Context: an optimization exercise on an open-source flow, tuned for small area. The choices shown serve that exercise and are no tape-out recipe. Function was checked by simulation only, so behaviour that the tests miss may differ from the original. Power is estimated from default activity; no workload was simulated.

violet:
==> flow/design.v <==
package range_gen_pkg;
  localparam int W      = 16;         
  localparam int RAD_W  = 2 * W;      
  localparam int REM_W  = W + 1;      
  localparam int TOTAL_LAT = 80;      
endpackage
import range_gen_pkg::*;
module isqrt_seq (
  input  logic          clk,
  input  logic          clr,
  input  logic [1:0]    pair,
  input  logic [W-1:0]  q,
  output logic          bit_o
);
  logic [REM_W-1:0] rem_q;
  logic [REM_W+1:0] rem_sh;
  logic [REM_W+2:0] diff;
  logic [REM_W-1:0] rem_d;
  always_comb begin
    rem_sh = {rem_q, pair};
    diff   = {1'b0, rem_sh} - {2'b00, q, 2'b01};
    bit_o  = ~diff[REM_W+2];
    rem_d  = bit_o ? diff[REM_W-1:0] : rem_sh[REM_W-1:0];
  end
  always_ff @(posedge clk) begin
    rem_q <= clr ? '0 : rem_d;
  end
endmodule
import range_gen_pkg::*;
module range_gen_2d (
  input  logic         clk,
  input  logic         reset,
  input  logic         start,
  input  logic [W-1:0] x_tag,
  input  logic [W-1:0] y_tag,
  input  logic [W-1:0] x0,
  input  logic [W-1:0] x1,
  input  logic [W-1:0] x2,
  input  logic [W-1:0] x3,
  input  logic [W-1:0] y0,
  input  logic [W-1:0] y1,
  input  logic [W-1:0] y2,
  input  logic [W-1:0] y3,
  output logic         busy,
  output logic         done,
  output logic [W-1:0] r0,
  output logic [W-1:0] r1,
  output logic [W-1:0] r2,
  output logic [W-1:0] r3,
  output logic [3:0]   ovf
);
  logic       busy_q, done_q;
  logic [6:0] cnt_q;             
  logic [3:0] step;
  logic [2:0] win;
  logic       accept, first, last, fin;
  logic [63:0] xr_q, yr_q;       
  logic [15:0] tx_q, ty_q;       
  logic [32:0] q_q;              
  logic        sx_q, sy_q;       
  logic        cx_q, cy_q;       
  logic        bx_q, by_q;       
  logic [3:0]  ovf_sh;           
  logic [3:0][W-1:0] r_q;
  logic [3:0]  ovf_q;
  assign step   = cnt_q[3:0];
  assign win    = cnt_q[6:4];
  assign accept = start & ~busy_q;
  assign first  = (step == 4'd0);
  assign last   = (step == 4'd15);
  assign fin    = busy_q & (cnt_q == 7'd79);    
  logic [15:0] mask;
  always_comb begin
    for (int k = 0; k < 16; k++) mask[k] = ({28'b0, step} + k) >= 16;
  end
  function automatic logic maj(input logic a, input logic b, input logic c);
    maj = (a & b) | (a & c) | (b & c);
  endfunction
  logic bx, by, cx, cy, dxb, dyb, bx_n, by_n, cx_n, cy_n;
  assign bx   = first ? 1'b0 : bx_q;
  assign by   = first ? 1'b0 : by_q;
  assign cx   = first ? 1'b0 : cx_q;
  assign cy   = first ? 1'b0 : cy_q;
  assign dxb  = tx_q[0] ^ xr_q[0] ^ bx;
  assign dyb  = ty_q[0] ^ yr_q[0] ^ by;
  assign bx_n = maj(~(tx_q[0] ^ sx_q), xr_q[0] ^ sx_q, bx);
  assign by_n = maj(~(ty_q[0] ^ sy_q), yr_q[0] ^ sy_q, by);
  assign cx_n = maj(~tx_q[0], xr_q[16], cx);
  assign cy_n = maj(~ty_q[0], yr_q[16], cy);
  logic sx0, sy0, dxb0, dyb0;
  assign sx0  = x_tag < x0;
  assign sy0  = y_tag < y0;
  assign dxb0 = x_tag[0] ^ x0[0];
  assign dyb0 = y_tag[0] ^ y0[0];
  logic [15:0] px, py;
  logic [32:0] ax, ay, qs, sum;
  assign px  = xr_q[63:48] & mask;
  assign py  = yr_q[63:48] & mask;
  assign ax  = dxb ? ({17'b0, px, 15'b0} + 33'h040000000) : 33'b0;
  assign ay  = dyb ? ({17'b0, py, 15'b0} + 33'h040000000) : 33'b0;
  assign qs  = {2'b00, q_q[32:2]};
  assign sum = qs + ax + ay;
  logic [32:0] q_d;
  always_comb begin
    if (last) begin
      q_d[32] = 1'b0;
      for (int p = 0; p < 16; p++) q_d[2*p +: 2] = sum[30 - 2*p +: 2];
    end else begin
      q_d = sum;
    end
    if (accept) q_d = {1'b0, dxb0 & dyb0, dxb0 ^ dyb0, 30'b0};
  end
  logic [15:0] qroot;
  logic        rbit, rb;
  always_comb begin
    for (int m = 0; m < 16; m++) qroot[m] = xr_q[47 - m] & mask[15 - m];
  end
  isqrt_seq u_isqrt (
    .clk   (clk),
    .clr   (last),
    .pair  (q_q[1:0]),
    .q     (qroot),
    .bit_o (rbit)
  );
  assign rb = rbit | ovf_sh[0];
  logic [63:0] xr_n, yr_n;
  always_comb begin
    xr_n     = {dxb, xr_q[63:1]};
    if (win == 3'd4) xr_n[63] = xr_q[0];
    if (win != 3'd0) xr_n[47] = rb;
    yr_n     = {dyb, yr_q[63:1]};
  end
  always_ff @(posedge clk) begin
    if (accept) begin
      xr_q <= {dxb0, x3, x2, x1, x0[15:1]};
      yr_q <= {dyb0, y3, y2, y1, y0[15:1]};
      tx_q <= {x_tag[0], x_tag[15:1]};
      ty_q <= {y_tag[0], y_tag[15:1]};
      sx_q <= sx0;
      sy_q <= sy0;
      bx_q <= ~(x_tag[0] ^ sx0) & (x0[0] ^ sx0);
      by_q <= ~(y_tag[0] ^ sy0) & (y0[0] ^ sy0);
      cx_q <= ~x_tag[0] & x1[0];
      cy_q <= ~y_tag[0] & y1[0];
    end else begin
      xr_q <= xr_n;
      yr_q <= yr_n;
      tx_q <= {tx_q[0], tx_q[15:1]};
      ty_q <= {ty_q[0], ty_q[15:1]};
      bx_q <= bx_n;
      by_q <= by_n;
      cx_q <= cx_n;
      cy_q <= cy_n;
      if (last) begin
        sx_q <= cx_n;
        sy_q <= cy_n;
      end
    end
    q_q  <= q_d;
    if (last) ovf_sh <= {ovf_sh[2:0], sum[32]};
  end
  always_ff @(posedge clk or negedge reset) begin
    if (!reset) begin
      busy_q <= 1'b0;
      done_q <= 1'b0;
      cnt_q  <= '0;
      r_q    <= '0;
      ovf_q  <= '0;
    end else begin
      done_q <= fin;
      if (accept) begin
        busy_q <= 1'b1;
        cnt_q  <= 7'd1;
      end else if (busy_q) begin
        cnt_q  <= cnt_q + 7'd1;
        if (fin) busy_q <= 1'b0;
      end
      if (fin) begin
        for (int m = 0; m < 16; m++) begin
          r_q[0][m] <= xr_n[63 - m];
          r_q[1][m] <= xr_n[15 - m];
          r_q[2][m] <= xr_n[31 - m];
          r_q[3][m] <= xr_n[47 - m];
        end
        ovf_q <= {ovf_sh[0], ovf_sh[1], ovf_sh[2], ovf_sh[3]};
      end
    end
  end
  assign busy = busy_q;
  assign done = done_q;
  assign r0   = r_q[0];
  assign r1   = r_q[1];
  assign r2   = r_q[2];
  assign r3   = r_q[3];
  assign ovf  = ovf_q;
endmodule
make LEC_CHECK=0 CAP_MARGIN=20 CORE_MARGIN=2 CORE_UTILIZATION=40 SLEW_MARGIN=20 finish   # period 13.0 ns
run.sh (not shown) runs the stock make flow with config.mk's settings and CLKGATE_MAP_FILE= SYNTH_SCRIPT=/design/flow/synth_recipe.tcl, a recipe that flattens the netlist after the stock synthesis.
violet reached the end of the flow, and the finished layout is clean on the timing, DRC and antenna checks.
Here is what was changed in the inputs of harbor compared with violet.
--- a/flow/design.v
+++ b/flow/design.v
@@ -14,14 +14,22 @@
 );
   logic [REM_W-1:0] rem_q;
   logic [REM_W+1:0] rem_sh;
   logic [REM_W+2:0] diff;
   logic [REM_W-1:0] rem_d;
+  logic [REM_W+1:0] sub;
+  logic [REM_W+2:0] bw;
   always_comb begin
     rem_sh = {rem_q, pair};
-    diff   = {1'b0, rem_sh} - {2'b00, q, 2'b01};
-    bit_o  = ~diff[REM_W+2];
+    sub    = {1'b0, q, 2'b01};
+    bw[0]  = 1'b0;
+    for (int k = 0; k < REM_W + 2; k++) begin
+      diff[k]  = rem_sh[k] ^ sub[k] ^ bw[k];
+      bw[k+1]  = (~rem_sh[k] & sub[k]) | (~rem_sh[k] & bw[k]) | (sub[k] & bw[k]);
+    end
+    diff[REM_W+2] = bw[REM_W+2];
+    bit_o  = ~bw[REM_W+2];
     rem_d  = bit_o ? diff[REM_W-1:0] : rem_sh[REM_W-1:0];
   end
   always_ff @(posedge clk) begin
     rem_q <= clr ? '0 : rem_d;
   end
@@ -86,31 +94,58 @@
   assign bx_n = maj(~(tx_q[0] ^ sx_q), xr_q[0] ^ sx_q, bx);
   assign by_n = maj(~(ty_q[0] ^ sy_q), yr_q[0] ^ sy_q, by);
   assign cx_n = maj(~tx_q[0], xr_q[16], cx);
   assign cy_n = maj(~ty_q[0], yr_q[16], cy);
   logic sx0, sy0, dxb0, dyb0;
-  assign sx0  = x_tag < x0;
-  assign sy0  = y_tag < y0;
+  logic [16:0] ltx, lty;           
+  always_comb begin
+    ltx[0] = 1'b0;
+    lty[0] = 1'b0;
+    for (int k = 0; k < 16; k++) begin
+      ltx[k+1] = maj(~x_tag[k], x0[k], ltx[k]);
+      lty[k+1] = maj(~y_tag[k], y0[k], lty[k]);
+    end
+  end
+  assign sx0  = ltx[16];
+  assign sy0  = lty[16];
   assign dxb0 = x_tag[0] ^ x0[0];
   assign dyb0 = y_tag[0] ^ y0[0];
   logic [15:0] px, py;
-  logic [32:0] ax, ay, qs, sum;
-  assign px  = xr_q[63:48] & mask;
-  assign py  = yr_q[63:48] & mask;
-  assign ax  = dxb ? ({17'b0, px, 15'b0} + 33'h040000000) : 33'b0;
-  assign ay  = dyb ? ({17'b0, py, 15'b0} + 33'h040000000) : 33'b0;
-  assign qs  = {2'b00, q_q[32:2]};
-  assign sum = qs + ax + ay;
+  logic [31:16] ax, ay, cs_s, cs_c;
+  logic [32:0] sum;
+  assign px = xr_q[63:48] & mask;
+  assign py = yr_q[63:48] & mask;
+  assign ax = {px[15], ~px[15], px[14:1]} & {16{dxb}};
+  assign ay = {py[15], ~py[15], py[14:1]} & {16{dyb}};
+  logic [31:16] qa;
+  assign qa = {1'b0, q_q[32:18]};
+  always_comb begin
+    for (int k = 16; k < 32; k++) begin
+      cs_s[k] = qa[k] ^ ax[k] ^ ay[k];
+      cs_c[k] = maj(qa[k], ax[k], ay[k]);
+    end
+  end
+  logic [32:17] ca;
+  always_comb begin
+    sum[15:0] = q_q[17:2];
+    sum[16]   = cs_s[16];
+    ca[17]    = 1'b0;
+    for (int k = 17; k < 32; k++) begin
+      sum[k]  = cs_s[k] ^ cs_c[k-1] ^ ca[k];
+      ca[k+1] = maj(cs_s[k], cs_c[k-1], ca[k]);
+    end
+    sum[32] = cs_c[31] ^ ca[32];
+  end
   logic [32:0] q_d;
   always_comb begin
     if (last) begin
       q_d[32] = 1'b0;
       for (int p = 0; p < 16; p++) q_d[2*p +: 2] = sum[30 - 2*p +: 2];
     end else begin
       q_d = sum;
     end
-    if (accept) q_d = {1'b0, dxb0 & dyb0, dxb0 ^ dyb0, 30'b0};
+    if (accept) q_d[32:30] = {1'b0, dxb0 & dyb0, dxb0 ^ dyb0};
   end
   logic [15:0] qroot;
   logic        rbit, rb;
   always_comb begin
     for (int m = 0; m < 16; m++) qroot[m] = xr_q[47 - m] & mask[15 - m];
Notes after the runs:
Post-placement setup slack (lower): harbor
What violet reported for maximum frequency has to be multiplied by 0.60 to get the figure for harbor.
On register clock-pin slew on the reported worst setup and hold paths, violet and harbor are basically level.
The number of nets in the finished design in harbor sits about 8% below the value recorded for violet.
Delta (harbor minus violet): number of standard cells in the final layout excluding fillers now smaller, total power now smaller.
Max total power per unit cell area across violet and harbor: violet
Cmp harbor vs violet: total routed wirelength lower in harbor
Sort violet and harbor by count of inverters not on the clock network in the layout, descending, and harbor comes first.
Against violet as the reference, harbor delivers a lower H-tree depth.
[harbor vs violet] total net switching power: lower in harbor
Portion of total power attributed to combinational logic (harbor over violet): decrease, 7.3 points
Between violet and harbor, the utilization figures differ only marginally.

what the ideal ports hide:
No port has a modelled driver above. Below, the same layouts with a new extraction and two added sets of constraints. Step 1 assumes that a clkbuf_16 drives the clock port and a buf_2 every other input. Step 2, shift: input delay + t, output delay - t, t = (earliest + latest rising clock arrival at the registers) / 2. This alone moves slack from input paths to output paths. Slacks: ideal ports / drivers / drivers and shift; pairs: ideal ports / drivers.
| run | t (ns) | slack for setup (ns) | worst slew at a driven data input, ns |
|---|---|---|---|
| violet | 0.561 | 7.799 / 7.799 / 7.270 | 0.09 |
| harbor | 0.606 | 4.360 / 4.360 / 4.360 | 0.10 |
After both steps setup and hold are still met in every run listed. For violet, which loses most, drivers alone change the setup slack by 0.000 ns; drivers and shift together by -0.529 ns.
